Context: an optimization exercise on an open-source flow, tuned for small area, a short achievable clock period and few clock cycles per item. The choices shown serve that exercise and are no tape-out recipe.
The RTL was checked by simulation tests, not by an equivalence proof against the original design.
Power and IR drop assume default switching activity.

$ cat design/flow/design.v
package mult_stage_pkg;
  localparam int DWD     = 16;
  localparam int PSUMDWD = 32;
  localparam int PEROW   = 4;
  localparam int SLW     = 4;
  localparam int NSL     = DWD / SLW;
  localparam int SIW     = $clog2(NSL);
  localparam int NTW     = 3;
  typedef enum logic [2:0] {XNOR = 3'd0, P1, P2, P3, P4} ms_mode_e;
  typedef enum logic [1:0] {MS_IDLE, MS_CALC, MS_HOLD} ms_fsm_e;
  typedef struct packed {
    logic [3:0] ssctl;
    logic [3:0] ssppctl;
  } ms_out_ctl_t;
  typedef struct packed {
    logic [2:0]     mode;
    logic [NTW-1:0] inumt;
    logic [NTW-1:0] wnumt;
    logic [DWD-1:0] au_mask;
    ms_out_ctl_t    pass;
  } ms_ctl_t;
endpackage
import mult_stage_pkg::*;
module mult_fa (input logic a, b, c, output logic s, co);
  assign s  = a ^ b ^ c;
  assign co = (a & b) | (a & c) | (b & c);
endmodule
module mult_fa1 (input logic a, b, output logic s, co);
  assign s  = ~(a ^ b);
  assign co = a | b;
endmodule
module mult_ha (input logic a, b, output logic s, co);
  assign s  = a ^ b;
  assign co = a & b;
endmodule
module mult_slice_lane
#(parameter int NMC = 12)
(
  input  logic               is_x,      
  input  logic [3:0]         sa,        
  input  logic [3:0]         wen,       
  input  logic [DWD-1:0]     a,
  input  logic [DWD-1:0]     w,
  input  logic [DWD-1:0]     mx,        
  input  logic [NMC-1:0]     nmc,       
  output logic [PSUMDWD-1:0] cs_s,
  output logic [PSUMDWD-1:0] cs_c
);
  logic [DWD-1:0] ae;
  logic [16:0] ax;
  logic [16:0] pp [8];
  logic [7:0]  nb;
  logic [15:0] xb;
  assign ae = ({DWD{sa[0]}} & {{12{a[3]}},  a[3:0]})
            | ({DWD{sa[1]}} & {{8{a[7]}},   a[7:0]})
            | ({DWD{sa[2]}} & {{4{a[11]}},  a[11:0]})
            | ({DWD{sa[3]}} & a);
  assign ax = {ae[15], ae};
  always_comb begin
    for (int j = 0; j < 8; j++) begin
      logic b2, b1, b0, en, one, two, ng, nx;
      b2  = w[2*j+1];
      b1  = w[2*j];
      b0  = (j == 0) ? 1'b0 : w[2*j-1];
      en  = wen[j/2];
      one = en & (b1 ^ b0);
      two = en & ((b2 & ~b1 & ~b0) | (~b2 & b1 & b0));
      ng  = en & b2 & ~(b1 & b0);
      nx  = (j == 2) ? (ng | is_x) : ng;
      nb[j] = (j == 2) ? (ng & ~is_x) : ng;
      for (int k = 0; k < 17; k++)
        pp[j][k] = ((one & ax[k]) | (two & ((k == 0) ? 1'b0 : ax[k-1]))) ^ nx;
    end
  end
  assign xb = ~(a ^ w) & mx;
  logic s7, c7;
  logic s8, c8;
  logic s9, c9;
  logic s10, c10;
  logic s11, c11;
  logic s12, c12;
  logic s13, c13;
  logic s14, c14;
  logic s15, c15;
  logic s16, c16;
  logic s17, c17;
  logic s18, c18;
  logic s19, c19;
  logic s20, c20;
  logic s21, c21;
  logic s22, c22;
  logic s23, c23;
  logic s24, c24;
  logic s25, c25;
  logic s26, c26;
  logic s27, c27;
  logic s28, c28;
  logic s29, c29;
  logic s30, c30;
  logic s31, c31;
  logic s32, c32;
  logic s33, c33;
  logic s34, c34;
  logic s35, c35;
  logic s36, c36;
  logic s37, c37;
  logic s38, c38;
  logic s39, c39;
  logic s40, c40;
  logic s41, c41;
  logic s42, c42;
  logic s43, c43;
  logic s44, c44;
  logic s45, c45;
  logic s46, c46;
  logic s47, c47;
  logic s48, c48;
  logic s49, c49;
  logic s50, c50;
  logic s51, c51;
  logic s52, c52;
  logic s53, c53;
  logic s54, c54;
  logic s55, c55;
  logic s56, c56;
  logic s57, c57;
  logic s58, c58;
  logic s59, c59;
  logic s60, c60;
  logic s61, c61;
  logic s62, c62;
  logic s63, c63;
  logic s64, c64;
  logic s65, c65;
  logic s66, c66;
  logic s67, c67;
  logic s68, c68;
  logic s69, c69;
  logic s70, c70;
  logic s71, c71;
  logic s72, c72;
  logic s73, c73;
  logic s74, c74;
  logic s75, c75;
  logic s76, c76;
  logic s77, c77;
  logic s78, c78;
  logic s79, c79;
  logic s80, c80;
  logic s81, c81;
  logic s82, c82;
  logic s83, c83;
  logic s84, c84;
  logic s85, c85;
  logic s86, c86;
  logic s87, c87;
  logic s88, c88;
  logic s89, c89;
  logic s90, c90;
  logic s91, c91;
  logic s92, c92;
  logic s93, c93;
  logic s94, c94;
  logic s95, c95;
  logic s96, c96;
  logic s97, c97;
  logic s98, c98;
  logic s99, c99;
  logic s100, c100;
  logic s101, c101;
  logic s102, c102;
  logic s103, c103;
  logic s104, c104;
  logic s105, c105;
  logic s106, c106;
  logic s107, c107;
  logic s108, c108;
  logic s109, c109;
  logic s110, c110;
  logic s111, c111;
  logic s112, c112;
  logic s113, c113;
  logic s114, c114;
  logic s115, c115;
  logic s116, c116;
  logic s117, c117;
  logic s118, c118;
  logic s119, c119;
  logic s120, c120;
  logic s121, c121;
  logic s122, c122;
  logic s123, c123;
  logic s124, c124;
  logic s125, c125;
  logic s126, c126;
  logic s127, c127;
  logic s128, c128;
  logic s129, c129;
  logic s130, c130;
  logic s131, c131;
  logic s132, c132;
  logic s133, c133;
  logic s134, c134;
  logic s135, c135;
  logic s136, c136;
  logic s137, c137;
  logic s138, c138;
  logic s139, c139;
  logic s140, c140;
  logic s141, c141;
  logic s142, c142;
  mult_fa u7 (.a(xb[0]), .b(xb[1]), .c(xb[2]), .s(s7), .co(c7));
  mult_fa u8 (.a(xb[3]), .b(xb[4]), .c(xb[5]), .s(s8), .co(c8));
  mult_fa u9 (.a(xb[6]), .b(xb[7]), .c(xb[8]), .s(s9), .co(c9));
  mult_fa u10 (.a(xb[9]), .b(xb[10]), .c(xb[11]), .s(s10), .co(c10));
  mult_fa u11 (.a(xb[12]), .b(xb[13]), .c(xb[14]), .s(s11), .co(c11));
  mult_fa u12 (.a(xb[15]), .b(nmc[7]), .c(nmc[8]), .s(s12), .co(c12));
  mult_fa u13 (.a(nmc[6]), .b(nmc[9]), .c(nmc[10]), .s(s13), .co(c13));
  mult_ha u14 (.a(nb[1]), .b(c9), .s(s14), .co(c14));
  mult_fa u15 (.a(nb[0]), .b(nmc[1]), .c(nmc[2]), .s(s15), .co(c15));
  mult_fa u16 (.a(nmc[11]), .b(s9), .c(s10), .s(s16), .co(c16));
  mult_fa u17 (.a(s11), .b(s7), .c(s8), .s(s17), .co(c17));
  mult_fa u18 (.a(c10), .b(c11), .c(c7), .s(s18), .co(c18));
  mult_fa u19 (.a(c8), .b(pp[0][2]), .c(pp[1][0]), .s(s19), .co(c19));
  mult_ha u20 (.a(c12), .b(s14), .s(s20), .co(c20));
  mult_ha u21 (.a(nb[5]), .b(pp[0][10]), .s(s21), .co(c21));
  mult_ha u22 (.a(pp[0][11]), .b(pp[1][9]), .s(s22), .co(c22));
  mult_fa u23 (.a(nb[6]), .b(pp[0][12]), .c(pp[1][10]), .s(s23), .co(c23));
  mult_ha u24 (.a(pp[2][8]), .b(pp[3][6]), .s(s24), .co(c24));
  mult_fa u25 (.a(pp[0][13]), .b(pp[1][11]), .c(pp[2][9]), .s(s25), .co(c25));
  mult_ha u26 (.a(pp[3][7]), .b(pp[4][5]), .s(s26), .co(c26));
  mult_fa u27 (.a(nb[7]), .b(pp[0][14]), .c(pp[1][12]), .s(s27), .co(c27));
  mult_fa u28 (.a(pp[2][10]), .b(pp[3][8]), .c(pp[4][6]), .s(s28), .co(c28));
  mult_ha u29 (.a(pp[5][4]), .b(pp[6][2]), .s(s29), .co(c29));
  mult_fa u30 (.a(pp[0][15]), .b(pp[1][13]), .c(pp[2][11]), .s(s30), .co(c30));
  mult_fa u31 (.a(pp[3][9]), .b(pp[4][7]), .c(pp[5][5]), .s(s31), .co(c31));
  mult_ha u32 (.a(pp[6][3]), .b(pp[7][1]), .s(s32), .co(c32));
  mult_fa1 u33 (.a(~pp[0][16]), .b(pp[1][14]), .s(s33), .co(c33));
  mult_fa u34 (.a(pp[2][12]), .b(pp[3][10]), .c(pp[4][8]), .s(s34), .co(c34));
  mult_fa u35 (.a(pp[5][6]), .b(pp[6][4]), .c(pp[7][2]), .s(s35), .co(c35));
  mult_fa1 u36 (.a(pp[1][15]), .b(pp[2][13]), .s(s36), .co(c36));
  mult_fa u37 (.a(pp[3][11]), .b(pp[4][9]), .c(pp[5][7]), .s(s37), .co(c37));
  mult_ha u38 (.a(pp[6][5]), .b(pp[7][3]), .s(s38), .co(c38));
  mult_fa u39 (.a(~pp[1][16]), .b(pp[2][14]), .c(pp[3][12]), .s(s39), .co(c39));
  mult_fa u40 (.a(pp[4][10]), .b(pp[5][8]), .c(pp[6][6]), .s(s40), .co(c40));
  mult_fa1 u41 (.a(pp[2][15]), .b(pp[3][13]), .s(s41), .co(c41));
  mult_ha u42 (.a(pp[4][11]), .b(pp[5][9]), .s(s42), .co(c42));
  mult_fa u43 (.a(~pp[2][16]), .b(pp[3][14]), .c(pp[4][12]), .s(s43), .co(c43));
  mult_fa u44 (.a(nmc[0]), .b(nmc[3]), .c(nmc[4]), .s(s44), .co(c44));
  mult_fa u45 (.a(pp[0][1]), .b(s12), .c(c15), .s(s45), .co(c45));
  mult_ha u46 (.a(s13), .b(s16), .s(s46), .co(c46));
  mult_fa u47 (.a(c13), .b(s18), .c(c16), .s(s47), .co(c47));
  mult_fa u48 (.a(c17), .b(s19), .c(s20), .s(s48), .co(c48));
  mult_fa u49 (.a(pp[0][3]), .b(pp[1][1]), .c(c14), .s(s49), .co(c49));
  mult_fa u50 (.a(c18), .b(c19), .c(c20), .s(s50), .co(c50));
  mult_fa u51 (.a(nb[2]), .b(pp[0][4]), .c(pp[1][2]), .s(s51), .co(c51));
  mult_ha u52 (.a(nb[3]), .b(pp[0][6]), .s(s52), .co(c52));
  mult_ha u53 (.a(pp[0][7]), .b(pp[1][5]), .s(s53), .co(c53));
  mult_fa u54 (.a(nb[4]), .b(pp[0][8]), .c(pp[1][6]), .s(s54), .co(c54));
  mult_ha u55 (.a(pp[2][4]), .b(pp[3][2]), .s(s55), .co(c55));
  mult_fa u56 (.a(pp[0][9]), .b(pp[1][7]), .c(pp[2][5]), .s(s56), .co(c56));
  mult_ha u57 (.a(pp[3][3]), .b(pp[4][1]), .s(s57), .co(c57));
  mult_fa u58 (.a(pp[1][8]), .b(pp[2][6]), .c(pp[3][4]), .s(s58), .co(c58));
  mult_fa u59 (.a(pp[4][2]), .b(pp[5][0]), .c(s21), .s(s59), .co(c59));
  mult_fa u60 (.a(pp[2][7]), .b(pp[3][5]), .c(pp[4][3]), .s(s60), .co(c60));
  mult_fa u61 (.a(pp[5][1]), .b(c21), .c(s22), .s(s61), .co(c61));
  mult_fa u62 (.a(pp[4][4]), .b(pp[5][2]), .c(pp[6][0]), .s(s62), .co(c62));
  mult_fa u63 (.a(c22), .b(s24), .c(s23), .s(s63), .co(c63));
  mult_fa u64 (.a(pp[5][3]), .b(pp[6][1]), .c(c24), .s(s64), .co(c64));
  mult_fa u65 (.a(s26), .b(c23), .c(s25), .s(s65), .co(c65));
  mult_fa u66 (.a(pp[7][0]), .b(c26), .c(s29), .s(s66), .co(c66));
  mult_fa u67 (.a(c25), .b(s27), .c(s28), .s(s67), .co(c67));
  mult_fa u68 (.a(c29), .b(s32), .c(c27), .s(s68), .co(c68));
  mult_fa u69 (.a(c28), .b(s30), .c(s31), .s(s69), .co(c69));
  mult_fa u70 (.a(c32), .b(c30), .c(c31), .s(s70), .co(c70));
  mult_fa u71 (.a(s33), .b(s34), .c(s35), .s(s71), .co(c71));
  mult_fa u72 (.a(s38), .b(c33), .c(c34), .s(s72), .co(c72));
  mult_fa u73 (.a(c35), .b(s36), .c(s37), .s(s73), .co(c73));
  mult_fa u74 (.a(pp[7][4]), .b(c38), .c(c36), .s(s74), .co(c74));
  mult_fa u75 (.a(c37), .b(s39), .c(s40), .s(s75), .co(c75));
  mult_fa u76 (.a(pp[6][7]), .b(pp[7][5]), .c(s42), .s(s76), .co(c76));
  mult_fa u77 (.a(c39), .b(c40), .c(s41), .s(s77), .co(c77));
  mult_fa u78 (.a(pp[5][10]), .b(pp[6][8]), .c(pp[7][6]), .s(s78), .co(c78));
  mult_fa u79 (.a(c42), .b(c41), .c(s43), .s(s79), .co(c79));
  mult_fa u80 (.a(pp[4][13]), .b(pp[5][11]), .c(pp[6][9]), .s(s80), .co(c80));
  mult_fa u81 (.a(pp[7][7]), .b(~pp[3][15]), .c(c43), .s(s81), .co(c81));
  mult_fa u82 (.a(pp[3][15]), .b(~pp[3][16]), .c(pp[4][14]), .s(s82), .co(c82));
  mult_fa u83 (.a(pp[5][12]), .b(pp[6][10]), .c(pp[7][8]), .s(s83), .co(c83));
  mult_fa1 u84 (.a(pp[4][15]), .b(pp[5][13]), .s(s84), .co(c84));
  mult_ha u85 (.a(pp[6][11]), .b(pp[7][9]), .s(s85), .co(c85));
  mult_fa u86 (.a(~pp[4][16]), .b(pp[5][14]), .c(pp[6][12]), .s(s86), .co(c86));
  mult_ha u87 (.a(nmc[5]), .b(pp[0][0]), .s(s87), .co(c87));
  mult_fa u88 (.a(c44), .b(s17), .c(s45), .s(s88), .co(c88));
  mult_fa u89 (.a(c45), .b(c46), .c(s47), .s(s89), .co(c89));
  mult_fa u90 (.a(s49), .b(c47), .c(s50), .s(s90), .co(c90));
  mult_fa u91 (.a(pp[2][0]), .b(s51), .c(c49), .s(s91), .co(c91));
  mult_fa u92 (.a(pp[0][5]), .b(pp[1][3]), .c(pp[2][1]), .s(s92), .co(c92));
  mult_fa u93 (.a(pp[1][4]), .b(pp[2][2]), .c(pp[3][0]), .s(s93), .co(c93));
  mult_fa u94 (.a(pp[2][3]), .b(pp[3][1]), .c(c52), .s(s94), .co(c94));
  mult_fa u95 (.a(pp[4][0]), .b(c53), .c(s55), .s(s95), .co(c95));
  mult_fa u96 (.a(c55), .b(s57), .c(c54), .s(s96), .co(c96));
  mult_fa u97 (.a(c57), .b(c56), .c(s58), .s(s97), .co(c97));
  mult_fa u98 (.a(c58), .b(s60), .c(c59), .s(s98), .co(c98));
  mult_fa u99 (.a(c60), .b(s62), .c(c61), .s(s99), .co(c99));
  mult_fa u100 (.a(c62), .b(s64), .c(c63), .s(s100), .co(c100));
  mult_fa u101 (.a(c64), .b(s66), .c(c65), .s(s101), .co(c101));
  mult_fa u102 (.a(c66), .b(c67), .c(s68), .s(s102), .co(c102));
  mult_fa u103 (.a(c68), .b(c69), .c(s70), .s(s103), .co(c103));
  mult_fa u104 (.a(c70), .b(c71), .c(s72), .s(s104), .co(c104));
  mult_fa u105 (.a(c72), .b(c73), .c(s74), .s(s105), .co(c105));
  mult_fa u106 (.a(c74), .b(s76), .c(c75), .s(s106), .co(c106));
  mult_fa u107 (.a(s78), .b(c76), .c(c77), .s(s107), .co(c107));
  mult_fa u108 (.a(c78), .b(s80), .c(c79), .s(s108), .co(c108));
  mult_fa u109 (.a(c80), .b(s82), .c(s83), .s(s109), .co(c109));
  mult_fa u110 (.a(s85), .b(c82), .c(c83), .s(s110), .co(c110));
  mult_fa u111 (.a(pp[7][10]), .b(c85), .c(c84), .s(s111), .co(c111));
  mult_fa u112 (.a(pp[6][13]), .b(pp[7][11]), .c(~pp[5][15]), .s(s112), .co(c112));
  mult_fa u113 (.a(pp[5][15]), .b(~pp[5][16]), .c(pp[6][14]), .s(s113), .co(c113));
  mult_ha u114 (.a(s15), .b(s87), .s(s114), .co(c114));
  mult_fa u115 (.a(c87), .b(s46), .c(s88), .s(s115), .co(c115));
  mult_fa u116 (.a(s48), .b(c88), .c(s89), .s(s116), .co(c116));
  mult_fa u117 (.a(c48), .b(c89), .c(s90), .s(s117), .co(c117));
  mult_fa u118 (.a(c50), .b(s91), .c(c90), .s(s118), .co(c118));
  mult_fa u119 (.a(c51), .b(s92), .c(c91), .s(s119), .co(c119));
  mult_fa u120 (.a(s52), .b(c92), .c(s93), .s(s120), .co(c120));
  mult_fa u121 (.a(s53), .b(c93), .c(s94), .s(s121), .co(c121));
  mult_fa u122 (.a(s54), .b(c94), .c(s95), .s(s122), .co(c122));
  mult_fa u123 (.a(s56), .b(c95), .c(s96), .s(s123), .co(c123));
  mult_fa u124 (.a(c96), .b(s59), .c(s97), .s(s124), .co(c124));
  mult_fa u125 (.a(s61), .b(c97), .c(s98), .s(s125), .co(c125));
  mult_fa u126 (.a(s63), .b(c98), .c(s99), .s(s126), .co(c126));
  mult_fa u127 (.a(s65), .b(c99), .c(s100), .s(s127), .co(c127));
  mult_fa u128 (.a(s67), .b(c100), .c(s101), .s(s128), .co(c128));
  mult_fa u129 (.a(s69), .b(c101), .c(s102), .s(s129), .co(c129));
  mult_fa u130 (.a(s71), .b(c102), .c(s103), .s(s130), .co(c130));
  mult_fa u131 (.a(s73), .b(c103), .c(s104), .s(s131), .co(c131));
  mult_fa u132 (.a(s75), .b(c104), .c(s105), .s(s132), .co(c132));
  mult_fa u133 (.a(s77), .b(c105), .c(s106), .s(s133), .co(c133));
  mult_fa u134 (.a(s79), .b(c106), .c(s107), .s(s134), .co(c134));
  mult_fa u135 (.a(s81), .b(c107), .c(s108), .s(s135), .co(c135));
  mult_fa u136 (.a(c81), .b(s109), .c(c108), .s(s136), .co(c136));
  mult_fa u137 (.a(s84), .b(c109), .c(s110), .s(s137), .co(c137));
  mult_fa u138 (.a(s86), .b(c110), .c(s111), .s(s138), .co(c138));
  mult_fa u139 (.a(c86), .b(s112), .c(c111), .s(s139), .co(c139));
  mult_fa u140 (.a(pp[7][12]), .b(c112), .c(s113), .s(s140), .co(c140));
  mult_fa u141 (.a(pp[7][13]), .b(~pp[6][15]), .c(c113), .s(s141), .co(c141));
  mult_fa u142 (.a(pp[6][15]), .b(~pp[6][16]), .c(pp[7][14]), .s(s142), .co(c142));
  assign cs_s = {1'b1, pp[7][15], ~pp[7][15], s142, c140, s140, c138, c137, s137, c135, c134, c133, c132, c131, c130, c129, c128, c127, c126, c125, c124, c123, c122, c121, c120, s120, s119, c117, c116, c115, c114, s44};
  assign cs_c = {1'b0, ~pp[7][16], c142, c141, s141, c139, s139, s138, c136, s136, s135, s134, s133, s132, s131, s130, s129, s128, s127, s126, s125, s124, s123, s122, s121, c119, c118, s118, s117, s116, s115, s114};
endmodule
module mult_nm_compress (input logic [15:0] n, output logic [11:0] o);
  logic s1, c1;
  logic s2, c2;
  logic s3, c3;
  logic s4, c4;
  logic s5, c5;
  logic s6, c6;
  mult_fa u1 (.a(n[0]), .b(n[1]), .c(n[2]), .s(s1), .co(c1));
  mult_ha u2 (.a(n[3]), .b(n[4]), .s(s2), .co(c2));
  mult_fa u3 (.a(n[5]), .b(n[6]), .c(n[7]), .s(s3), .co(c3));
  mult_fa u4 (.a(n[8]), .b(n[9]), .c(n[10]), .s(s4), .co(c4));
  mult_fa u5 (.a(n[11]), .b(n[12]), .c(n[13]), .s(s5), .co(c5));
  mult_ha u6 (.a(n[14]), .b(n[15]), .s(s6), .co(c6));
  assign o = {c1, c4, c3, c2, c6, c5, s1, s4, s3, s2, s6, s5};
endmodule
import mult_stage_pkg::*;
module mult_stage
(
  input  logic                            i_clk,
  input  logic                            i_rst,
  input  logic                            FS_rdy,
  output logic                            FS_ack,
  input  logic [32:0]                     i_ctl,
  input  logic [PEROW*DWD-1:0]            i_input,
  input  logic [PEROW*DWD-1:0]            i_weight,
  input  logic [PEROW*PSUMDWD-1:0]        i_psum,
  output logic                            MS_rdy,
  input  logic                            MS_ack,
  output logic [PEROW*PSUMDWD-1:0]        o_prod,
  output logic [PEROW*PSUMDWD-1:0]        o_psum,
  output logic [7:0]                      o_ctl
);
  mult_stage_pkg::ms_ctl_t ctl;
  assign ctl = i_ctl;
  function automatic [3:0] numt_oh(input [NTW-1:0] n);
    case (n)
      3'd0, 3'd1: numt_oh = 4'b0001;
      3'd2:       numt_oh = 4'b0010;
      3'd3:       numt_oh = 4'b0100;
      default:    numt_oh = 4'b1000;
    endcase
  endfunction
  logic full, is_mul, is_x;
  logic [3:0] sa, wen;
  logic [DWD-1:0] mx, nmx;
  logic [11:0] nmc;
  logic [PEROW*PSUMDWD-1:0] cs_s, cs_c, s_q, c_q;
  assign MS_rdy = full;
  assign FS_ack = FS_rdy && (!full || MS_ack);
  assign is_x   = ctl.mode == XNOR;
  assign is_mul = (ctl.mode != XNOR) && (ctl.mode <= P4);
  assign sa     = {4{is_mul}} & numt_oh(ctl.inumt);
  assign wen    = {ctl.wnumt >= 3'd4, ctl.wnumt >= 3'd3, ctl.wnumt >= 3'd2, 1'b1};
  assign mx     = {DWD{is_x}} & ctl.au_mask;
  assign nmx    = {DWD{is_x}} & ~ctl.au_mask;
  mult_nm_compress u_nmc (.n(nmx), .o(nmc));
  always_ff @(posedge i_clk) begin
    if (i_rst)       full <= 1'b0;
    else if (FS_ack) full <= 1'b1;
    else if (MS_ack) full <= 1'b0;
  end
  always_ff @(posedge i_clk) begin
    if (FS_ack) begin
      s_q    <= cs_s;
      c_q    <= cs_c;
      o_psum <= i_psum;
      o_ctl  <= ctl.pass;
    end
  end
  for (genvar r = 0; r < PEROW; r++) begin : g_lane
    mult_slice_lane u_lane (
      .is_x   (is_x),
      .sa     (sa),
      .wen    (wen),
      .a      (i_input[DWD*r +: DWD]),
      .w      (i_weight[DWD*r +: DWD]),
      .mx     (mx),
      .nmc    (nmc),
      .cs_s   (cs_s[PSUMDWD*r +: PSUMDWD]),
      .cs_c   (cs_c[PSUMDWD*r +: PSUMDWD])
    );
    logic [PSUMDWD-1:0] sg, sp, gg, pp;
    assign sg = s_q[PSUMDWD*r +: PSUMDWD] & c_q[PSUMDWD*r +: PSUMDWD];
    assign sp = s_q[PSUMDWD*r +: PSUMDWD] ^ c_q[PSUMDWD*r +: PSUMDWD];
    always_comb begin
      gg = sg;
      pp = sp;
      for (int l = 0; l < 5; l++)
        for (int i = 0; i < PSUMDWD; i++)
          if ((i >> l) & 1) begin
            gg[i] = gg[i] | (pp[i] & gg[((i >> l) << l) - 1]);
            pp[i] = pp[i] & pp[((i >> l) << l) - 1];
          end
    end
    assign o_prod[PSUMDWD*r +: PSUMDWD] = sp ^ {gg[PSUMDWD-2:0], 1'b0};
  end
endmodule
$ cat design/flow/flow/run.sh
#!/bin/bash
# The standard layout, with every port buffered by a minimum-size buffer
# (sky130_fd_sc_hd__buf_1) instead of the delay cell buffer_ports picks by itself.
set -euo pipefail
bash standard.sh "BUFFER_PORTS_ARGS=-buffer_cell sky130_fd_sc_hd__buf_1" finish > standard_make.log 2>&1
$ cat design/flow/standard.sh
#!/bin/bash
# synth_recipe.tcl (not shown) runs the flow's synth.tcl, then flattens the netlist and writes it again
# the make line also repeats each setting of config.mk as NAME=value (left out here)
make -C /OpenROAD-flow-scripts/flow DESIGN_CONFIG=/design/flow/config.mk WORK_HOME=/design/flow/orfs CLKGATE_MAP_FILE= SYNTH_SCRIPT=/design/flow/synth_recipe.tcl "${@:-finish}"
$ cat design/flow/config.mk
export PLATFORM = sky130hd
export DESIGN_NAME = mult_stage
export DESIGN_NICKNAME = mult_stage
export VERILOG_FILES = /design/flow/design.v
export SDC_FILE = /design/flow/constraint.sdc
export NUM_CORES = 4
export LEC_CHECK = 0
export ABC_CLOCK_PERIOD_IN_PS = 4500
export CAP_MARGIN = 20
export CORE_MARGIN = 2
export CORE_UTILIZATION = 40
export SETUP_SLACK_MARGIN = 4.5
export SLEW_MARGIN = 20
export TNS_END_PERCENT = 20
$ cat design/flow/constraint.sdc
create_clock -name core_clock -period 10.0 [get_ports {i_clk}]
set_input_delay 2.0000 -clock core_clock [delete_from_list [all_inputs] [get_ports {i_clk}]]
set_output_delay 2.0000 -clock core_clock [all_outputs]
set_load 0.01 [all_outputs]
==> results.txt, run 1 <==
largest net degree at the start of global routing 148; Fill cells 9504; Hold Crit Class flop to flop; CP max-delay cell edfxtp_1; Worst Path Max Fanout 2; top cells by area, synth edfxtp_1 (28%), fa_1 (23%), xnor2_1 (8.4%), ha_1 (7.4%), o22ai_1 (5.9%); worst hold stages 2; Worst Hold End full$_SDFFE_PP0P_; max-cap violation count 0; Final Max Tran Viols 0; Setup Viol. Count Final 0; worst hold path startpoint full$_SDFFE_PP0P_; H-Tree Depth 2; leakage 19.2 nW; Seq/Total Area, Yosys 0.283; maximum clock rate 174 MHz; Placed Cells 5691; CP endpoint kind primary output; most frequent cell after synthesis inv_1; Clk Tree Root Cell clkbuf_16; global-route usage over all layers 0.268; CTS Hold Buffers Added 0; Starting DRT DRC Count 2691; number of synthesized flops with an enable pin 381; Die Y 322 um; Via density 5.39; critical path class flop to primary output; pwr/cell area 231 mW/mm^2; RSZ-0062 raised after global routing yes; total gr overflow 0; Peak VDD IR 215 uV; critical path, cell by cell ha_4 > a21o_1 > a2111oi_4 > a2111oi_4 > a221o_1 > o41a_1 > a21o_1 > buf_4 > a21o_1 > a21oi_2 > xnor2_1 > buf_2; first-pass GRT wire length 205000 um; CP startpoint s_q[36]$_DFFE_PP_; Synth top area share 0.282; capturing point of the worst reg2reg path s_q[119]$_DFFE_PP_; Buffers on Ports 558; Commonest cells post-synth inv_1 (521), fa_1 (474), xnor2_1 (390), o22ai_1 (382), edfxtp_1 (381); non-filler instance count after layout 5905; GPL Wtd Cong 0.932; Num CTS Buffers 47; Placed Instance Area 0.0442 mm^2; Total Nets Final 5477; Initial Utilization 0.404; reg-to-reg startpoint full$_SDFFE_PP0P_; critical path's most frequent cell a21o_1; relative slew slack 0.381; HPWL Detailed 108000 um; DRT Pass-1 Iters 8; row cnt 116; synthesis-to-layout area growth 17.2%; # IOs 559; Residual DRC 0; Primary FF master, synth edfxtp_1; worst path required time 8.00 ns; Final min period 5.76 ns; Max stage delay on crit path 0.45 ns; vias in the first global route 31600; CTS tree done; Critical Path AT 3.76 ns; initial antenna violation count 86; Avg WL per Cell 23.8 um; Synth Area per Inst 10.4 um^2; synth warn 4; Worst R2R Path Depth 4; worst-skew pair later-pin latency 0.63 ns; Post-Synthesis Cells 3913; area of the core 0.100 mm^2; Reg clk slew, reported paths 0.06 ns; drt total wl 141000 um; Via Count 31900; Layout Skew 0.0249 ns; synthesis-stage register bit count 382; Clock Sinks 382; ANT nets after route 0; area leader, netlist edfxtp_1; die width 322 um; async set-reset flop share out of synthesis 0; area of the die 0.104 mm^2; CTS Buffer Depth 3; Worst Max-Slew Pin Slew 0.929 ns; proportion of layout cells with a drive suffix above 1 0.0974; design area 0.0475 mm^2; CP startpoint kind flop; endpoints failing hold 0; final cycle utilization of the critical path 0.576; Synth Cell Area 0.0405 mm^2; status complete, no violations; R2R setup slack 7.15 ns; Distinct cells, synth 62
==> worst max path at each step <==
stage / end / slack (ns) / cells past startpoint
floorplan: FS_ack / -0.11 / 2
global placement: c_q[114]$_DFFE_PP_ / 2.42 / 15
detailed placement: c_q[111]$_DFFE_PP_ / 2.48 / 17
CTS: o_prod[62] / 4.10 / 15
global route: o_prod[94] / 4.06 / 16
finish: o_prod[58] / 4.24 / 12
==> through the flow <==
stage          power (mW)  setup TNS (ns)  hold slack (ns)   util  setup WS (ns)
2_1_floorplan        6.90          -0.106            0.568      -         -0.106
3_3_place_gp         8.82               0            0.545  0.441           2.42
3_5_place_dp         8.93               0            0.551  0.441           2.48
4_1_cts              10.9               0            0.560  0.468           4.10
5_1_grt              12.0               0            0.580  0.473           4.06
6_report             11.0               0            0.554  0.474           4.24
==> power breakdown <==
part	total [mW]	internal, mW	leakage [nW]	switching (mW)
Clock	1.66	0.937	0.708	0.721
Sequential	2.66	2.49	3.71	0.170
Combinational	6.68	2.73	14.7	3.95
Total	11.0	6.15	19.2	4.84
==> area by class of cell <==
cell class	count	area [um^2]	area share
clock inverter	26	214	0.00450
antenna	39	97.6	0.00205
sequential	382	11500	0.241
clock buffer	61	1250	0.0263
timing repair buffer	743	3700	0.0779
inverter	532	2000	0.0422
multi-input combinational	2765	27100	0.570
tap	1357	1700	0.0357
==> layout by cell type (no fill, tap or decap), drive strengths merged, types with 55 or more instances in the layout <==
cell type,instances
nand3,55
nor2,133
xor2,241
ha,239
o21ai,117
a21oi,113
edfxtp,381
nand2,210
buf,733
xnor2,390
clkbuf,68
inv,532
a21o,74
fa,474
o22ai,382
==> logic make-up after synthesis <==
family	after synthesis	synth area share
AOI/OAI and AO/OA	868	0.138
buffers and inverters	767	0.0716
adders and majority gates	713	0.308
xor gates and xnor gates	631	0.136
and+or+nand+nor	552	0.0634
DFF	382	0.283
==> critical path: cells and delay by family (launching register included) <==
family	cells	cell delay, ns
fa+ha+maj	1	0.28
buf+inv	2	0.28
flops	1	0.45
xor+xnor	1	0.12
compound gates	8	1.99
==> metal layers <==
layer | vias up | share of wire | global-route usage
li1 | 14400 | - | -
met1 | 15700 | 0.40 | 0.336
met2 | 1324 | 0.46 | 0.427
met3 | 290 | 0.10 | 0.0878
met4 | 74 | 0.039 | 0.105
met5 | - | 0.0034 | 0
==> registers in the layout (all words and copies together) (netlist names) <==
name    cells
c_q       124
s_q       121
full        1
o_psum    128
o_ctl       8
==> repair_timing <==
action,4_1_cts,5_1_grt
endpoints found under the setup margin,226,163
gates cloned,4,0
buffers inserted,72,12
resized for setup,146,98
pin swaps,44,57
Testbench counts, summed over its fixed seeds: cycles 3,208, items 3,200.
==> inputs of run 2 (changes only) <==
--- a/design/flow/config.mk
+++ b/design/flow/config.mk
@@ -7,3 +7,3 @@
 export LEC_CHECK = 0
-export ABC_CLOCK_PERIOD_IN_PS = 4500
+export ABC_CLOCK_PERIOD_IN_PS = 3500
 export CAP_MARGIN = 20
==> run 2 against run 1 <==
  * Still clean on timing, DRC and antenna
  * Critical path depth unchanged
  * Clock skew unchanged
  * Via count unchanged
  * Sequential power about the same
  * Die area unchanged
  * Sequential share of layout area unchanged
  * Setup slack unchanged
  * Combinational power about the same
  * Flip-flop and latch count unchanged
  * Synthesized area unchanged
  * Register-to-register slack about the same
  * Utilization unchanged
  * Critical path type unchanged
  * Critical endpoint unchanged
  * Largest power group unchanged
  * Highest routed layer unchanged
==> results.txt, run 2 <==
final cycle utilization of the critical path 0.576 (unchanged); Synth Cell Area 0.0405 mm^2 (unchanged); area of the core 0.100 mm^2 (unchanged); commonest cells after routing, fill and taps aside buf_1 (528), inv_1 (513), fa_1 (467); # IOs 559 (unchanged); Final WS setup 4.24 ns (unchanged); synthesis-stage register bit count 382 (unchanged); Worst Path Max Fanout 2 (unchanged); number of synthesized flops with an enable pin 381 (unchanged); CTS Hold Buffers Added 0 (unchanged); Buffers on Ports 558 (unchanged); Worst R2R Path Depth 4 (unchanged); Hold Crit Class flop to flop; critical path class flop to primary output; capturing point of the worst reg2reg path s_q[119]$_DFFE_PP_; post-synthesis compound-gate area fraction 0.138 (unchanged); drt total wl 141000 um (unchanged); Top delay family on crit path compound AO/OA/AOI/OAI gates; worst hold stages 2 (unchanged); Die Y 322 um (unchanged); worst path required time 8.00 ns (about the same); Distinct cells, synth 62 (unchanged); vias in the first global route 31600 (unchanged); CTS tree done; largest family of logic cells by synthesized area adder cells; Fill cells 9504 (unchanged); initial antenna violation count 86 (unchanged); Critical Path AT 3.76 ns (about the same); CP endpoint kind primary output; reg-to-reg startpoint full$_SDFFE_PP0P_; Placed Instance Area 0.0442 mm^2 (unchanged); max FFs per register 128 (unchanged); Worst Max-Slew Pin Slew 0.929 ns (unchanged); H-Tree Depth 2 (unchanged); Post-Synthesis Cells 3913 (unchanged); Final Max Tran Viols 0 (unchanged); status complete, no violations; Buf+Inv Stages, Crit Path 2 (unchanged); DRT Pass-1 Iters 8 (unchanged); critical path's most frequent cell a21o_1; largest net degree at the start of global routing 148 (unchanged); Worst Hold End full$_SDFFE_PP0P_; HPWL Detailed 108000 um (unchanged); total gr overflow 0 (unchanged); most frequent cell after synthesis inv_1; Layout Skew 0.0249 ns (unchanged); CP max-delay cell edfxtp_1; Starting DRT DRC Count 2691 (unchanged); Num CTS Buffers 47 (unchanged); RSZ-0062 raised after global routing yes; area of the die 0.104 mm^2 (unchanged); Via Count 31900 (unchanged); relative slew slack 0.381 (unchanged); global-route usage over all layers 0.268 (unchanged); area leader, netlist edfxtp_1; register area 0.0115 mm^2 (unchanged); Peak VDD IR 215 uV (unchanged); R2R setup slack 7.15 ns (about the same); Total Nets Final 5477 (unchanged); Power, Total 11.0 mW (unchanged); post-synthesis mux area share 0 (unchanged); Placed Cells 5691 (unchanged); Synth top area share 0.282 (unchanged); Max stage delay on crit path 0.45 ns (about the same); proportion of layout cells with a drive suffix above 1 0.0974 (unchanged); Core Util, Final 0.474 (unchanged); synthesis-to-layout area growth 17.2% (unchanged); Clock Sinks 382 (unchanged); maximum clock rate 174 MHz (unchanged); Top reg by flops o_psum; synth warn 4 (unchanged); Synth Area in XOR/XNOR 0.136 (unchanged); first-pass GRT wire length 205000 um (unchanged); Initial Utilization 0.404 (unchanged); Setup Viol. Count Final 0 (unchanged); Commonest cells post-synth inv_1 (521), fa_1 (474), xnor2_1 (390), o22ai_1 (382), edfxtp_1 (381); worst hold path startpoint full$_SDFFE_PP0P_; Avg WL per Cell 23.8 um (unchanged); top cells by area, synth edfxtp_1 (28%), fa_1 (23%), xnor2_1 (8.4%), ha_1 (7.4%), o22ai_1 (5.9%); commonest non-fill, non-tap cell in the layout buf_1; row cnt 116 (unchanged); Fin Setup TNS 0 ns (unchanged); Via density 5.39 (unchanged); non-filler instance count after layout 5905 (unchanged); Reg clk slew, reported paths 0.06 ns (about the same); worst hold slack 0.554 ns (unchanged); ANT nets after route 0 (unchanged); multi-input logic area 0.0271 mm^2 (unchanged); leakage 19.2 nW (unchanged); Residual DRC 0 (unchanged); Synth Area per Inst 10.4 um^2 (unchanged); worst-skew pair later-pin latency 0.63 ns (about the same); endpoints failing hold 0 (unchanged); post-synthesis simple-gate area fraction 0.0634 (unchanged); Primary FF master, synth edfxtp_1; critical path, cell by cell ha_4 > a21o_1 > a2111oi_4 > a2111oi_4 > a221o_1 > o41a_1 > a21o_1 > buf_4 > a21o_1 > a21oi_2 > xnor2_1 > buf_2; Adder-Cell Fraction of Synth Area 0.308 (unchanged); worst slack, placed 2.48 ns (unchanged); top flop regs o_psum: 128 flops, c_q: 124 flops, s_q: 121 flops; CP startpoint kind flop; pwr/cell area 231 mW/mm^2 (unchanged); Clk Tree Root Cell clkbuf_16; Seq/Total Area, Yosys 0.283 (unchanged); design area 0.0475 mm^2 (unchanged); CTS Buffer Depth 3 (unchanged); Final min period 5.76 ns (unchanged); die width 322 um (unchanged); async set-reset flop share out of synthesis 0 (unchanged); GPL Wtd Cong 0.932 (unchanged); max-cap violation count 0 (unchanged)
==> run 2: worst max path at each step <==
stage                               to              start  slack [ns]  cells past startpoint
floorplan                       FS_ack             MS_ack       -0.11                      2
global placement    c_q[114]$_DFFE_PP_          i_ctl[31]        2.42                     15
detailed placement  c_q[111]$_DFFE_PP_          i_ctl[31]        2.48                     17
CTS                         o_prod[62]  s_q[96]$_DFFE_PP_        4.10                     15
global route                o_prod[94]  s_q[96]$_DFFE_PP_        4.06                     16
finish                      o_prod[58]  s_q[36]$_DFFE_PP_        4.24                     12
==> run 2: cells by family after synthesis <==
group,after synthesis
flops,382
xor+xnor,631
simple gates,552
buf+inv,767
fa+ha+maj,713
compound gates,868
==> run 2: worst reg2reg max path, stage by stage (launching register included) <==
cell,delay [ns]
dfxtp_1,0.34
a21boi_4,0.12
buf_4,0.44
buf_4,0.68
buf_4,0.75
==> run 2: repair_timing <==
action	in CTS	in global routing
gates resized for setup	146	98
cloned	4	0
buffers inserted	72	12
endpoints found under the setup margin	226	163
pin swaps	44	57
==> run 2: layout make-up <==
type | instances | area share
antenna | 39 | 0.00205
timing repair buffer | 743 | 0.0779
multi-input combinational | 2765 | 0.570
inverter | 532 | 0.0422
clock inverter | 26 | 0.00450
clock buffer | 61 | 0.0263
tap | 1357 | 0.0357
sequential | 382 | 0.241
==> run 2: power breakdown <==
| group | switching [mW] | internal [mW] | total (mW) |
|---|---|---|---|
| Combinational | 3.95 | 2.73 | 6.68 |
| Sequential | 0.170 | 2.49 | 2.66 |
| Clock | 0.721 | 0.937 | 1.66 |
==> run 2: layer usage <==
| layer | wire (um) | track usage | share of wire |
|---|---|---|---|
| met5 | 483 | 0 | 0.0034 |
| met4 | 5540 | 0.105 | 0.039 |
| met3 | 14200 | 0.0878 | 0.10 |
| met2 | 64700 | 0.427 | 0.46 |
| met1 | 55600 | 0.336 | 0.40 |
==> inputs of run 3 (changes only) <==
--- a/design/flow/config.mk
+++ b/design/flow/config.mk
@@ -7,3 +7,2 @@
 export LEC_CHECK = 0
-export ABC_CLOCK_PERIOD_IN_PS = 3500
 export CAP_MARGIN = 20
@@ -13,2 +12,3 @@
 export SLEW_MARGIN = 20
+export SYNTH_HIERARCHICAL = 1
 export TNS_END_PERCENT = 20
==> run 3 against run 2 <==
  * Synthesized cell count grew 2.0%
  * First-iteration DRC count rose by 11%
  * Still clean
  * Hold slack better by 0.0041 ns
  * Non-clock buffer count shrank 24
  * Sequential share of layout area fell by 0.46 points
  * Maximum frequency increased by 0.89%
  * Largest cell class unchanged
  * Cell count decreased by 1.7%
  * Global-route usage decreased by 2.7 points
  * Power grew 1.1%
  * Register-to-register slack got worse by 0.24 ns
  * Utilization fell by 1.5 points
  * Critical path depth grew 5
==> results.txt, run 3 <==
status complete, no violations; Peak VDD IR 218 uV (+1.7%); R2R setup slack 6.91 ns (-0.24 ns); RSZ-0062 raised after global routing yes; Critical Path AT 6.08 ns (+2.32 ns); Primary FF master, synth edfxtp_1; relative slew slack 0.342 (-0.0390); Setup Viol. Count Final 0 (unchanged); first-pass GRT wire length 203000 um (-1.2%); global-route usage over all layers 0.241 (-0.0268); Seq/Total Area, Yosys 0.270 (-0.0129); maximum clock rate 175 MHz (+0.89%); Residual DRC 0 (unchanged); synthesis-to-layout area growth 14.0%; Clk Tree Root Cell clkbuf_16; worst-skew pair later-pin latency 0.68 ns (+0.05 ns); top flop regs c_q: 128 flops, o_psum: 128 flops, s_q: 128 flops; CP startpoint kind input port; largest net degree at the start of global routing 111 (-25%); Clock Sinks 393 (+2.9%); DRT Pass-1 Iters 6 (-2); CTS Buffer Depth 3 (unchanged); ANT nets after route 0 (unchanged); GPL Wtd Cong 0.963 (+3.3%); async set-reset flop share out of synthesis 0 (unchanged); Num CTS Buffers 50 (+6.4%); # IOs 559 (unchanged); area leader, netlist edfxtp_1; critical path class input port to flop; number of synthesized flops with an enable pin 392 (+2.9%); max-cap violation count 0 (unchanged); final cycle utilization of the critical path 0.571 (-0.00509); commonest cells after routing, fill and taps aside xnor2_1 (565), buf_1 (535), fa_1 (427); worst path required time 10.37 ns (+2.37 ns); Via density 5.62 (+4.2%); area of the die 0.112 mm^2 (+7.7%); Starting DRT DRC Count 2985 (+11%); CP endpoint kind flop; initial antenna violation count 59 (-31%); Distinct cells, synth 71 (+15%); Worst Max-Slew Pin Slew 0.988 ns (+0.0585 ns); CTS tree done; Layout Skew 0.0453 ns (+0.0204 ns); most frequent cell after synthesis xnor2_1; Synth Cell Area 0.0437 mm^2 (+7.8%); synth warn 10 (+6); Hold Crit Class flop to flop; Initial Utilization 0.402 (-0.00159); leakage 18.7 nW (-2.3%); Synth top area share 0.269 (-0.0129); die width 334 um (+3.8%); top cells by area, synth edfxtp_1 (27%), fa_1 (22%), xnor2_1 (12%), ha_1 (6.8%), a22oi_1 (4.8%); Synth Area per Inst 10.9 um^2 (+5.6%); pwr/cell area 223 mW/mm^2 (-3.6%); synthesis-stage register bit count 393 (+2.9%); Buffers on Ports 558 (unchanged); drt total wl 138000 um (-1.5%); Power, Total 11.1 mW (+1.1%); Placed Instance Area 0.0452 mm^2 (+2.3%); Total Nets Final 5339 (-2.5%); Die Y 334 um (+3.8%); Commonest cells post-synth xnor2_1 (578), fa_1 (480), edfxtp_1 (392), a22oi_1 (280), buf_4 (268); Via Count 32600 (+2.5%); Final min period 5.71 ns (-0.0509 ns); worst hold slack 0.558 ns (+0.00406 ns); Worst Path Max Fanout 8 (+6); H-Tree Depth 2 (unchanged); Post-Synthesis Cells 3993 (+2.0%); area of the core 0.109 mm^2 (+8.2%); proportion of layout cells with a drive suffix above 1 0.136 (+0.0391); commonest non-fill, non-tap cell in the layout xnor2_1; CTS Hold Buffers Added 0 (unchanged); total gr overflow 0 (unchanged); HPWL Detailed 107000 um (-0.41%); vias in the first global route 32300 (+2.2%); Reg clk slew, reported paths 0.06 ns (about the same); endpoints failing hold 0 (unchanged); row cnt 121 (+4.3%); Final Max Tran Viols 0 (unchanged); design area 0.0498 mm^2 (+4.9%); Avg WL per Cell 23.8 um (+0.16%)
==> run 3: critical path, stage by stage <==
cell and delay, ns:
buf_1 0.07, nor2_1 0.11, ha_1 0.26, nor2b_4 0.17
nand2_2 0.10, nor2_4 0.04, buf_6 0.16, buf_6 0.13
or3_4 0.44, buf_6 0.14, a21oi_4 0.28, o22ai_2 0.16
xnor2_2 0.20, fa_2 0.48, fa_2 0.38, fa_2 0.55
fa_1 0.40
==> run 3: Yosys stat by module, one instance, submodules excluded <==
module / area, um^2 / copies in the design
mult_stage: 17300 / 1
mult_fa: 20.0 / 460
mult_ha: 12.5 / 74
mult_slice_lane: 3930 / 4
mult_nm_compress: 90.1 / 1
mult_fa1: 27.5 / 16
==> run 3: worst paths after layout <==
kind	to	cells after the start	from
setup / recovery	c_q[48]$_DFFE_PP_	17	i_ctl[30]
setup reg to reg	o_psum[65]$_DFFE_PP_	4	full$_SDFFE_PP0P_
hold / removal	full$_SDFFE_PP0P_	2	full$_SDFFE_PP0P_
hold reg to reg	full$_SDFFE_PP0P_	2	full$_SDFFE_PP0P_
==> run 3: through the flow <==
step	utilization	setup slack (ns)	TNS (ns)	cells
floorplan	-	-0.277	-0.277	4016
global placement	0.417	2.62	0	5570
detailed placement	0.417	2.60	0	5570
CTS	0.450	4.30	0	5752
global route	0.459	4.23	0	5799
finish	0.459	4.29	0	5806
==> run 3: per-layer routing <==
layer,part of all wire,up-vias,GRT usage
li1,-,14500,-
met1,0.40,16300,0.318
met2,0.45,1455,0.376
met3,0.10,308,0.0705
met4,0.037,68,0.0847
met5,0.0029,-,0
==> run 3: final cells by class <==
type,instances,area [um^2]
antenna,25,62.6
clock buffer,52,1260
clock inverter,40,483
fill,10200,58700
inverter,156,587
multi-input combinational,3007,30300
sequential,393,11800
tap,1414,1770
timing repair buffer,719,3590
==> run 3: what timing repair did <==
item,in CTS,in global routing
gates resized for setup,277,152
endpoints found under the setup margin,258,190
pin swaps,118,112
setup buffers,86,27
cloned,4,2
==> run 3: power breakdown <==
part / internal (mW) / leakage [nW] / total, mW / switching [mW]
Clock: 1.13 / 0.841 / 1.91 / 0.776
Sequential: 2.49 / 3.83 / 2.63 / 0.136
Combinational: 2.72 / 14.1 / 6.58 / 3.86
Total: 6.34 / 18.7 / 11.1 / 4.78
==> run 3: logic make-up after synthesis <==
| logic type | count (synthesis) | share of synthesized area |
|---|---|---|
| compound gates | 882 | 0.138 |
| xor+xnor | 653 | 0.131 |
| fa+ha+maj | 719 | 0.288 |
| buf+inv | 620 | 0.0770 |
| flops | 393 | 0.270 |
| mux | 60 | 0.0143 |
| other cells | 9 | 0.000773 |
| simple gates | 657 | 0.0810 |
==> inputs of run 4 (changes only) <==
--- a/design/flow/config.mk
+++ b/design/flow/config.mk
@@ -10,5 +10,4 @@
 export CORE_UTILIZATION = 40
-export SETUP_SLACK_MARGIN = 4.5
+export SETUP_SLACK_MARGIN = 4.4
 export SLEW_MARGIN = 20
-export SYNTH_HIERARCHICAL = 1
 export TNS_END_PERCENT = 20
==> run 4 against run 3 <==
  * Critical path type is now flop to primary output
  * Global-route usage up 2.6 points
  * First-iteration DRC count down 6.6%
  * Clock-buffer cell count up 9
  * Setup slack worse by 0.054 ns
  * Still clean
  * Sequential power about the same
  * Highest routed layer unchanged
  * Flip-flop and latch count down 11
==> results.txt, run 4 <==
initial antenna violation count 87 (+47%); Num CTS Buffers 47 (-6.0%); Top reg by flops o_psum; H-Tree Depth 2 (unchanged); Worst Path Max Fanout 4 (-4); critical path, cell by cell buf_6 > buf_4 > ha_4 > inv_2 > fa_2 > nor2b_4 > o2111ai_4 > nand3_2 > and3_4 > a41o_1 > and3_4 > or2_4 > a22o_4 > or2_1 > xor2_1 > buf_2; leakage 19.1 nW (+2.3%); CP startpoint kind flop; area of the die 0.104 mm^2 (-7.2%); Setup Viol. Count Final 0 (unchanged); Avg WL per Cell 23.7 um (-0.59%); Synth Cell Area 0.0405 mm^2 (-7.2%); CP endpoint kind primary output; status complete, no violations; Adder-Cell Fraction of Synth Area 0.308 (+0.0196); endpoints failing hold 0 (unchanged); CTS Buffer Depth 3 (unchanged); capturing point of the worst reg2reg path s_q[119]$_DFFE_PP_; design area 0.0474 mm^2 (-4.9%); Die Y 322 um (-3.6%); CP startpoint s_q[96]$_DFFE_PP_; HPWL Detailed 108000 um (+0.41%); Layout Skew 0.0232 ns (-0.0221 ns); Distinct cells, synth 62 (-13%); commonest cells after routing, fill and taps aside buf_1 (534), inv_1 (514), fa_1 (469); vias in the first global route 31500 (-2.6%); largest net degree at the start of global routing 148 (+33%); RSZ-0062 raised after global routing yes; Critical Path AT 3.76 ns (-2.32 ns); R2R setup slack 7.14 ns (+0.23 ns); worst path required time 8.00 ns (-2.37 ns); Via density 5.39 (-4.2%); area leader, netlist edfxtp_1; Worst Hold End full$_SDFFE_PP0P_; async set-reset flop share out of synthesis 0 (unchanged); Clock Sinks 382 (-2.8%); die width 322 um (-3.6%); Post-Synthesis Cells 3913 (-2.0%); Fin Setup TNS 0 ns (unchanged); top cells by area, synth edfxtp_1 (28%), fa_1 (23%), xnor2_1 (8.4%), ha_1 (7.4%), o22ai_1 (5.9%); synthesis-to-layout area growth 17.0%; final cycle utilization of the critical path 0.576 (+0.00542); DRT Pass-1 Iters 6 (unchanged); most frequent cell after synthesis inv_1; number of synthesized flops with an enable pin 381 (-2.8%); proportion of layout cells with a drive suffix above 1 0.0918 (-0.0446); row cnt 116 (-4.1%); post-synthesis mux area share 0 (-0.0143); worst-skew pair later-pin latency 0.63 ns (-0.05 ns); Final min period 5.76 ns (+0.0542 ns); # IOs 559 (unchanged); max FFs per register 128; drt total wl 140000 um (+1.1%); CP max-delay cell edfxtp_1; Total Nets Final 5476 (+2.6%); total gr overflow 0 (unchanged); Synth top area share 0.282 (+0.0129); worst hold stages 2 (unchanged); Residual DRC 0 (unchanged); commonest non-fill, non-tap cell in the layout buf_1; critical path's most frequent cell and3_4; non-filler instance count after layout 5904 (+1.7%); critical path class flop to primary output; Commonest cells post-synth inv_1 (521), fa_1 (474), xnor2_1 (390), o22ai_1 (382), edfxtp_1 (381); Fill cells 9537 (-6.1%); Power, Total 10.9 mW (-2.0%); Peak VDD IR 214 uV (-1.9%); Hold Crit Class flop to flop; maximum clock rate 173 MHz (-0.94%); pwr/cell area 230 mW/mm^2 (+3.0%); Seq/Total Area, Yosys 0.283 (+0.0129); ANT nets after route 0 (unchanged); Synth Area per Inst 10.4 um^2 (-5.3%); first-pass GRT wire length 205000 um (+1.0%); GPL Wtd Cong 0.932 (-3.2%); area of the core 0.100 mm^2 (-7.6%); synthesis-stage register bit count 382 (-2.8%); worst hold path startpoint full$_SDFFE_PP0P_; Buffers on Ports 558 (unchanged); Initial Utilization 0.404 (+0.00159); Placed Cells 5691 (+2.2%); Worst R2R Path Depth 4 (unchanged); post-synthesis compound-gate area fraction 0.138 (about the same); global-route usage over all layers 0.267 (+0.0261); Via Count 31800 (-2.6%); synth warn 4 (-6); post-synthesis simple-gate area fraction 0.0634 (-0.0176); Worst Max-Slew Pin Slew 0.935 ns (-0.0523 ns); top flop regs o_psum: 128 flops, c_q: 124 flops, s_q: 121 flops; Primary FF master, synth edfxtp_1; Starting DRT DRC Count 2787 (-6.6%); Max stage delay on crit path 0.38 ns (-0.17 ns); max-cap violation count 0 (unchanged); Synth Area in XOR/XNOR 0.136 (+0.00547); Placed Instance Area 0.0442 mm^2 (-2.2%); CTS tree done; Reg clk slew, reported paths 0.06 ns (about the same); largest family of logic cells by synthesized area adder cells; reg-to-reg startpoint full$_SDFFE_PP0P_; Clk Tree Root Cell clkbuf_16; Core Util, Final 0.473 (+0.0137); relative slew slack 0.374 (+0.0328); Final Max Tran Viols 0 (unchanged); Top delay family on crit path simple AND/OR/NAND/NOR gates; Buf+Inv Stages, Crit Path 4 (unchanged)
run 4: changes by cell type in the layout (fill, tap and decap cells not counted), moves of 42 or more:
cell and delta:
nand2_1 +49, a22oi_1 -252, xor2_1 +166, inv_1 +387
and2_1 -128, o21ai_1 +43, o22ai_1 +253, fa_2 -48
fa_1 +42, xnor2_1 -178
run 4: metal layers:
layer  GRT usage  vias to the layer above  part of all wire  wire length (um)
met1       0.337                    15700              0.40             55300
met4       0.105                       80             0.039              5450
met5           0                        -            0.0035               492
li1            -                    14400                 -                 -
met2       0.426                     1311              0.46             64700
met3      0.0847                      285              0.10             14000
run 4: area by class of cell:
class                           count  area, um^2  share of cell area
Antenna cell                       39        97.6             0.00206
Clock buffer                       61        1250              0.0264
Clock inverter                     26         214             0.00451
Inverter                          532        2000              0.0423
Multi-Input combinational cell   2765       27000               0.570
Sequential cell                   382       11500               0.242
Tap cell                         1357        1700              0.0358
Timing Repair Buffer              742        3660              0.0773
run 4: worst max path at each step:
stage | to | slack [ns] | cells past startpoint
2_1_floorplan | FS_ack | -0.11 | 2
6_report | o_prod[27] | 4.24 | 16
4_1_cts | o_prod[62] | 4.10 | 15
5_1_grt | o_prod[94] | 4.09 | 16
3_5_place_dp | c_q[111]$_DFFE_PP_ | 2.48 | 17
3_3_place_gp | c_q[114]$_DFFE_PP_ | 2.42 | 15
run 4: repair_timing:
action | 4_1_cts | 5_1_grt
endpoints found under the setup margin | 217 | 143
pin swaps | 37 | 53
buffers inserted | 64 | 19
hold buffers | 0 | 0
cloned | 4 | 0
gates resized for setup | 119 | 91
run 4: kinds of logic after synthesis:
| family | Yosys count |
|---|---|
| fa+ha+maj | 713 |
| buf+inv | 767 |
| flops | 382 |
| simple gates | 552 |
| xor+xnor | 631 |
| compound gates | 868 |
run 4: report_power, final:
group          internal [mW]  switching, mW  total (mW)
registers               2.49          0.169        2.65
logic                   2.67           3.91        6.58
clock network          0.937          0.722        1.66
run 4: per-stage QoR:
stage	setup slack (ns)	hold WS [ns]
finish	4.24	0.554
CTS	4.10	0.560
floorplan	-0.106	0.568
global placement	2.42	0.545
detailed placement	2.48	0.551
global route	4.09	0.580
run 4: worst register-to-register path: cells and delay by family (launching register included):
family	cells	cell delay, ns
buffers and inverters	3	1.88
DFF	1	0.34
AOI/OAI and AO/OA	1	0.12
==> inputs of run 5 (changes only) <==
--- a/design/flow/config.mk
+++ b/design/flow/config.mk
@@ -10,3 +10,3 @@
 export CORE_UTILIZATION = 40
-export SETUP_SLACK_MARGIN = 4.4
+export SETUP_SLACK_MARGIN = 4.5
 export SLEW_MARGIN = 20
==> run 5 against run 4 <==
  * Maximum frequency hardly changed
  * Setup slack better by 0.0033 ns
  * Routed wire length grew 0.45%
  * Hold slack is essentially flat
  * Sequential power barely moved
  * Die area stayed put
  * Via count rose by 0.14%
  * Critical endpoint is now o_prod[58]
  * Largest power group unchanged
==> results.txt, run 5 <==
Clk Tree Root Cell clkbuf_16; H-Tree Depth 2 (unchanged); initial antenna violation count 86 (-1.1%); top cells by area, synth edfxtp_1 (28%), fa_1 (23%), xnor2_1 (8.4%), ha_1 (7.4%), o22ai_1 (5.9%); Placed Cells 5691 (unchanged); final cycle utilization of the critical path 0.576 (about the same); Starting DRT DRC Count 2691 (-3.4%); Via Count 31900 (+0.14%); register area 0.0115 mm^2 (unchanged); Max stage delay on crit path 0.45 ns (+0.07 ns); leakage 19.2 nW (+0.13%); pwr/cell area 231 mW/mm^2 (+0.72%); largest net degree at the start of global routing 148 (unchanged); GPL Wtd Cong 0.932 (unchanged); Placed Instance Area 0.0442 mm^2 (unchanged); Total Nets Final 5477 (+0.018%); synth warn 4 (unchanged); number of synthesized flops with an enable pin 381 (unchanged); design area 0.0475 mm^2 (+0.22%); reg-to-reg startpoint full$_SDFFE_PP0P_; capturing point of the worst reg2reg path s_q[119]$_DFFE_PP_; Synth Cell Area 0.0405 mm^2 (unchanged); worst-skew pair later-pin latency 0.63 ns (about the same); Final Max Tran Viols 0 (unchanged); relative slew slack 0.381 (+0.00625); Buf+Inv Stages, Crit Path 2 (-2); area of the core 0.100 mm^2 (unchanged); max-cap violation count 0 (unchanged); RSZ-0062 raised after global routing yes; top flop regs o_psum: 128 flops, c_q: 124 flops, s_q: 121 flops; global-route usage over all layers 0.268 (+0.000724); Worst Hold End full$_SDFFE_PP0P_; Critical Path AT 3.76 ns (about the same); commonest cells after routing, fill and taps aside buf_1 (528), inv_1 (513), fa_1 (467); multi-input logic area 0.0271 mm^2 (+0.26%); vias in the first global route 31600 (+0.43%); CTS Buffer Depth 3 (unchanged); Seq/Total Area, Yosys 0.283 (unchanged); area leader, netlist edfxtp_1; Layout Skew 0.0249 ns (+0.00175 ns); most frequent cell after synthesis inv_1; commonest non-fill, non-tap cell in the layout buf_1; die width 322 um (unchanged); cell internal pwr 6.15 mW (+1.0%); critical path class flop to primary output; Fin Setup TNS 0 ns (unchanged); Gate power share 0.608 (+0.004); Worst Max-Slew Pin Slew 0.929 ns (-0.00620 ns); endpoints failing hold 0 (unchanged); Num CTS Buffers 47 (unchanged); Top reg by flops o_psum; Via density 5.39 (+0.12%); CP max-delay cell edfxtp_1; Reg clk slew, reported paths 0.06 ns (about the same); total gr overflow 0 (unchanged); DRT Pass-1 Iters 8 (+2); Synth Area per Inst 10.4 um^2 (unchanged); Final WS setup 4.24 ns (+0.00333 ns); Power, Total 11.0 mW (+0.95%); Final min period 5.76 ns (-0.00333 ns); synthesis-to-layout area growth 17.2%; worst path required time 8.00 ns (about the same); Top delay family on crit path compound AO/OA/AOI/OAI gates; # IOs 559 (unchanged); ANT nets after route 0 (unchanged); Primary FF master, synth edfxtp_1; HPWL Detailed 108000 um (unchanged); Peak VDD IR 215 uV (+0.24%); drt total wl 141000 um (+0.45%); synthesis-stage register bit count 382 (unchanged); Distinct cells, synth 62 (unchanged); critical path, cell by cell ha_4 > a21o_1 > a2111oi_4 > a2111oi_4 > a221o_1 > o41a_1 > a21o_1 > buf_4 > a21o_1 > a21oi_2 > xnor2_1 > buf_2; Avg WL per Cell 23.8 um (+0.43%); non-filler instance count after layout 5905 (+0.017%); Commonest cells post-synth inv_1 (521), fa_1 (474), xnor2_1 (390), o22ai_1 (382), edfxtp_1 (381); maximum clock rate 174 MHz (about the same); CTS tree done; Synth top area share 0.282 (unchanged); CP startpoint kind flop; row cnt 116 (unchanged); worst hold path startpoint full$_SDFFE_PP0P_; Initial Utilization 0.404 (unchanged); status complete, no violations; Buffers on Ports 558 (unchanged); first-pass GRT wire length 205000 um (+0.25%); worst hold stages 2 (unchanged); Setup Viol. Count Final 0 (unchanged); Reg power frac 0.242 (-0.002); area of the die 0.104 mm^2 (unchanged); critical path's most frequent cell a21o_1; R2R setup slack 7.15 ns (about the same); Psw 4.84 mW (+0.83%); proportion of layout cells with a drive suffix above 1 0.0974 (+0.00552); Clock Sinks 382 (unchanged); Worst Path Max Fanout 2 (-2); Worst R2R Path Depth 4 (unchanged); Residual DRC 0 (unchanged); worst slack, placed 2.48 ns (unchanged); CP endpoint kind primary output; async set-reset flop share out of synthesis 0 (unchanged); CP startpoint s_q[36]$_DFFE_PP_; Die Y 322 um (unchanged); Hold Crit Class flop to flop; Post-Synthesis Cells 3913 (unchanged); Clock power frac 0.151 (about the same); max FFs per register 128 (unchanged); Fill cells 9504 (-0.35%); Switching Share 0.440 (-0.000492)
==> run 5: cell counts after synthesis <==
No cell type changed its count.
==> run 5: cell families (layout without fill, tap and decap cells) <==
| family | Yosys count | in the layout | share of synthesized area |
|---|---|---|---|
| and+or+nand+nor | 552 | 553 | 0.0634 |
| buffers and inverters | 767 | 1362 | 0.0716 |
| AOI/OAI and AO/OA | 868 | 868 | 0.138 |
| xor gates and xnor gates | 631 | 631 | 0.136 |
| DFF | 382 | 382 | 0.283 |
| other | 0 | 39 | 0 |
| adders and majority gates | 713 | 713 | 0.308 |
==> run 5: through the flow <==
stage / hold WS, ns / util
final: 0.554 / 0.474
after global routing: 0.580 / 0.473
after CTS: 0.560 / 0.468
after detailed placement: 0.551 / 0.441
after global placement: 0.545 / 0.441
after floorplan: 0.568 / -
==> run 5: worst reg2reg max path, cell delays in order (launching register included) <==
cell	delay, ns
dfxtp_1	0.34
a21boi_4	0.12
buf_4	0.44
buf_4	0.68
buf_4	0.75
==> run 5: timing repair <==
item	4_1_cts	5_1_grt
pin swaps	44	57
hold buffers	0	0
setup buffers	72	12
cloned	4	0
endpoints found under the hold margin	0	0
gates resized for setup	146	98
setup endpoints to repair	226	163
==> run 5: routing by layer <==
| metal | GRT usage | vias up | routed length, um |
|---|---|---|---|
| met5 | 0 | - | 483 |
| met4 | 0.105 | 74 | 5540 |
| met3 | 0.0878 | 290 | 14200 |
| met2 | 0.427 | 1324 | 64700 |
| met1 | 0.336 | 15700 | 55600 |
| li1 | - | 14400 | - |
==> run 5: worst max-delay path by stage <==
stage | endpoint | slack [ns] | cells past startpoint
after floorplan | FS_ack | -0.11 | 2
final | o_prod[58] | 4.24 | 12
after global placement | c_q[114]$_DFFE_PP_ | 2.42 | 15
after detailed placement | c_q[111]$_DFFE_PP_ | 2.48 | 17
after global routing | o_prod[94] | 4.06 | 16
after CTS | o_prod[62] | 4.10 | 15
==> run 5: layout make-up <==
type                            count  share of cell area
Antenna cell                       39             0.00205
Clock buffer                       61              0.0263
Clock inverter                     26             0.00450
Inverter                          532              0.0422
Multi-Input combinational cell   2765               0.570
Sequential cell                   382               0.241
Tap cell                         1357              0.0357
Timing Repair Buffer              743              0.0779
==> run 5: power groups by stage <==
stage                     logic (mW)  registers [mW]  clock network, mW
after floorplan                 4.25            2.65                  0
after global placement          6.14            2.68                  0
after detailed placement        6.25            2.68                  0
after CTS                       6.57            2.66               1.71
after global routing            7.58            2.70               1.76
final                           6.68            2.66               1.66

-- separate check: timing with driven ports --
Ports are ideal in the flow. The routed layouts listed here were re-timed in OpenROAD. Step 1 assumes that a clkbuf_16 drives the clock port and a buf_2 every other input. Step 2, shift: input delay + t, output delay - t, t = (earliest + latest rising clock arrival at the registers) / 2. This alone moves slack from input paths to output paths. a / b / c = no drivers / after step 1 / after step 2; a / b = the first two.
run	shift t [ns]	setup slack, ns	worst setup path at the end
run 1	0.697	4.239 / 4.172 / 3.661	input to register
run 2	0.697	4.239 / 4.172 / 3.661	input to register
run 3	0.709	4.290 / 4.310 / 3.632	input to register
run 4	0.696	4.235 / 4.169 / 3.688	input to register
run 5	0.697	4.239 / 4.172 / 3.661	input to register
After both steps every run listed still meets setup and hold. For run 3, which loses most, drivers alone change the setup slack by +0.020 ns; drivers and shift together by -0.658 ns.
